This is an optimization exercise on Yosys and OpenROAD, whose aim is small area and few clock cycles, not a production implementation.
The RTL was checked by simulation tests, not by an equivalence proof against the original design.

## differential_drive_vector_mapper_unit
module differential_drive_vector_mapper_unit #(
  parameter int CORDIC_STAGES = 16
) (
  input  wire logic        clk,
  input  wire logic        rst_n,
  input  wire logic        in_valid,
  output logic             in_stall,
  input  wire logic [15:0] in_target_x,
  input  wire logic [15:0] in_target_y,
  output logic             out_valid,
  input  wire logic        out_stall,
  output logic [9:0]       out_left_duty_us,
  output logic [9:0]       out_right_duty_us,
  output logic             out_reverse,
  output logic             out_drive_enable,
  input  wire logic        cfg_we,
  input  wire logic [2:0]  cfg_index,
  input  wire logic [15:0] cfg_wdata
);
For scale: about 650 flip-flops, ~99000 µm² of cells after synthesis.
Settings: LEC_CHECK=0, ABC_AREA=1, CAP_MARGIN=20, CORE_MARGIN=2, CORE_UTILIZATION=40, SLEW_MARGIN=20; clock period 10.0 ns.
run.sh (not shown) runs the stock make flow with config.mk's settings and CLKGATE_MAP_FILE= SYNTH_SCRIPT=/design/flow/synth_recipe.tcl, a recipe that flattens the netlist after the stock synthesis.
Testbench counts at the start, summed over its fixed seeds: cycles 13,890.
Then changed:
--- a/flow/design.v
+++ b/flow/design.v
@@ -323,50 +323,51 @@
   end
   logic [2:0] fl;
   begin : g_fl
     logic [3*DFD-1:0] sr;
     always_ff @(posedge clk) if (adv) sr <= {sr, flg};
     assign fl = sr[3*DFD-1 -: 3];
   end
   logic        m_en, m_sat;
   logic [14:0] m_q, m_sc;
   logic [28:0] m_prod;
   ddvm_mul14x15 u_mul_sc (.a(ang[13:0]), .bh(m_q[14:2]), .bl(m_q[1:0]), .y(m_prod));
   always_comb begin
+    m_en  = !qa[16];
     m_sat = !qa[16] && qa[15];
     m_q   = (qa[16] || qa[15]) ? 15'd0 : qa[14:0];
     if (m_sat)        m_sc = ang;
     else if (ang[14]) m_sc = {1'b0, m_q[14:1]};
     else              m_sc = {1'b0, m_prod[28:15]};
     m_en  = m_sat || (m_q != 15'd0);
   end
   logic        w_en, w_sat;
   logic [14:0] w_q, w_sc;
   if (MREG != 0) begin : g_mr
     logic        r_en, r_sat;
     logic [14:0] r_q, r_sc;
     always_ff @(posedge clk) if (adv) begin
       r_en <= m_en; r_sat <= m_sat; r_q <= m_q; r_sc <= m_sc;
     end
     assign w_en = r_en; assign w_sat = r_sat; assign w_q = r_q; assign w_sc = r_sc;
   end else begin : g_mw
     assign w_en = m_en; assign w_sat = m_sat; assign w_q = m_q; assign w_sc = m_sc;
   end
+  logic [24:0] l_prod, r_prod;
+  ddvm_mul10x15 u_mul_l (.a(lduty_r), .b(lw), .y(l_prod));
+  ddvm_mul10x15 u_mul_r (.a(rduty_r), .b(rw), .y(r_prod));
   logic        l_scl, r_scl;
   logic [14:0] lw, rw;
   logic        lsat, rsat;
   logic [9:0]  ld_n, rd_n;
-  logic [24:0] l_prod, r_prod;
-  ddvm_mul10x15 u_mul_l (.a(lduty_r), .b(lw), .y(l_prod));
-  ddvm_mul10x15 u_mul_r (.a(rduty_r), .b(rw), .y(r_prod));
   always_comb begin
     r_scl = fl[2] && fl[1];
     l_scl = fl[2] && !fl[1];
     lw    = l_scl ? w_sc : w_q;
     rw    = r_scl ? w_sc : w_q;
     lsat  = !l_scl && w_sat;
     rsat  = !r_scl && w_sat;
     ld_n  = lsat ? lduty_r : l_prod[24:15];
     rd_n  = rsat ? rduty_r : r_prod[24:15];
   end
   assign out_left_duty_us  = w_en ? ld_n : 10'd0;
   assign out_right_duty_us = w_en ? rd_n : 10'd0;
The changed run produced a clean layout.
Sequential cell count does not change.
Clock skew stays the same.
Core utilization stays the same.
Setup slack stays the same.
Via count is unchanged.
Routed wire length is unchanged.
Sequential share of layout area stays the same.
Design area stays the same.
Non-clock buffer count is unchanged.
Die area stays the same.
Count of clock-buffer cells in the layout stays the same.
Global-route usage is unchanged.
Testbench counts after the change, summed over its fixed seeds: cycles 13,890.

--- another note on this design; it stands on its own ---

Setup of JK:
==> flow/design.v (excerpt) <==
module differential_drive_vector_mapper_unit #(
  parameter int CORDIC_STAGES = 16
) (
  input  wire logic        clk,
  input  wire logic        rst_n,
  input  wire logic        in_valid,
  output logic             in_stall,
  input  wire logic [15:0] in_target_x,
  input  wire logic [15:0] in_target_y,
  output logic             out_valid,
  input  wire logic        out_stall,
  output logic [9:0]       out_left_duty_us,
  output logic [9:0]       out_right_duty_us,
  output logic             out_reverse,
  output logic             out_drive_enable,
  input  wire logic        cfg_we,
  input  wire logic [2:0]  cfg_index,
  input  wire logic [15:0] cfg_wdata
);
Size in the first run: ~710 flip-flops, about 80 I/O pins.
clock: 10.0 ns
lec_check: 0
abc_area: 1
cap_margin: 20
core_margin: 2
core_utilization: 40
slew_margin: 20
run.sh (not shown) runs the stock make flow with config.mk's settings and CLKGATE_MAP_FILE= SYNTH_SCRIPT=/design/flow/synth_recipe.tcl, a recipe that flattens the netlist after the stock synthesis.
Having completed the whole flow, JK delivered a layout that passed the timing, design-rule and antenna checks.
Testbench counts of JK, summed over its fixed seeds: cycles 13,949.
--- input diff JK..MS ---
# JK
export LEC_CHECK = 0
export ABC_AREA = 1
export CAP_MARGIN = 20
export CORE_MARGIN = 2
export CORE_UTILIZATION = 40
export SLEW_MARGIN = 20
create_clock -name core_clock -period 10.0 [get_ports {clk}]
# MS
export LEC_CHECK = 0
export ABC_AREA = 1
export CAP_MARGIN = 10
export CORE_MARGIN = 2
export CORE_UTILIZATION = 40
export CTS_CLUSTER_DIAMETER = 100
export CTS_CLUSTER_SIZE = 40
export SLEW_MARGIN = 10
create_clock -name core_clock -period 10.0 [get_ports {clk}]
[summary]
Capturing element of the worst setup path = g_cor[7].g_r.cy_r[26]$_DFFE_PN_: JK; capturing element of the worst setup path = g_cor[7].g_r.cy_r[24]$_DFFE_PN_: MS
Total buffers and inverters traversed by the critical path in MS is 1 above JK.
Per the comparison of MS with JK, part of the cycle the worst path needs now sits at about the same level.

re-timing with driven ports:
In the flow no input, the clock included, has a driving cell. The finished layouts below were timed again as built, in two steps. Step 1 assumes that a clkbuf_16 drives the clock port and a buf_2 every other input. Step 2 times the ports against the registers' clock, not the clock port: input delays grow and output delays shrink by t, the midpoint of the rising clock arrivals with the driver on. Three values: ideal ports, drivers, drivers and shift; two values: the first two.
| run | t, ns | setup slack, ns | worst data-port slew with drivers (ns) |
|---|---|---|---|
| the first run of note 1 | 0.800 | 0.529 / 0.439 / 0.250 | 0.05 |
| the second run of note 1 | 0.800 | 0.529 / 0.439 / 0.250 | 0.05 |
| JK | 0.834 | 0.611 / 0.611 / 0.114 | 0.15 |
| MS | 0.825 | 0.620 / 0.620 / 0.069 | 0.15 |
After both steps setup and hold are still met in every run listed. The setup slack of MS, which loses most, moves by 0.000 ns with the drivers and by -0.551 ns with both steps.
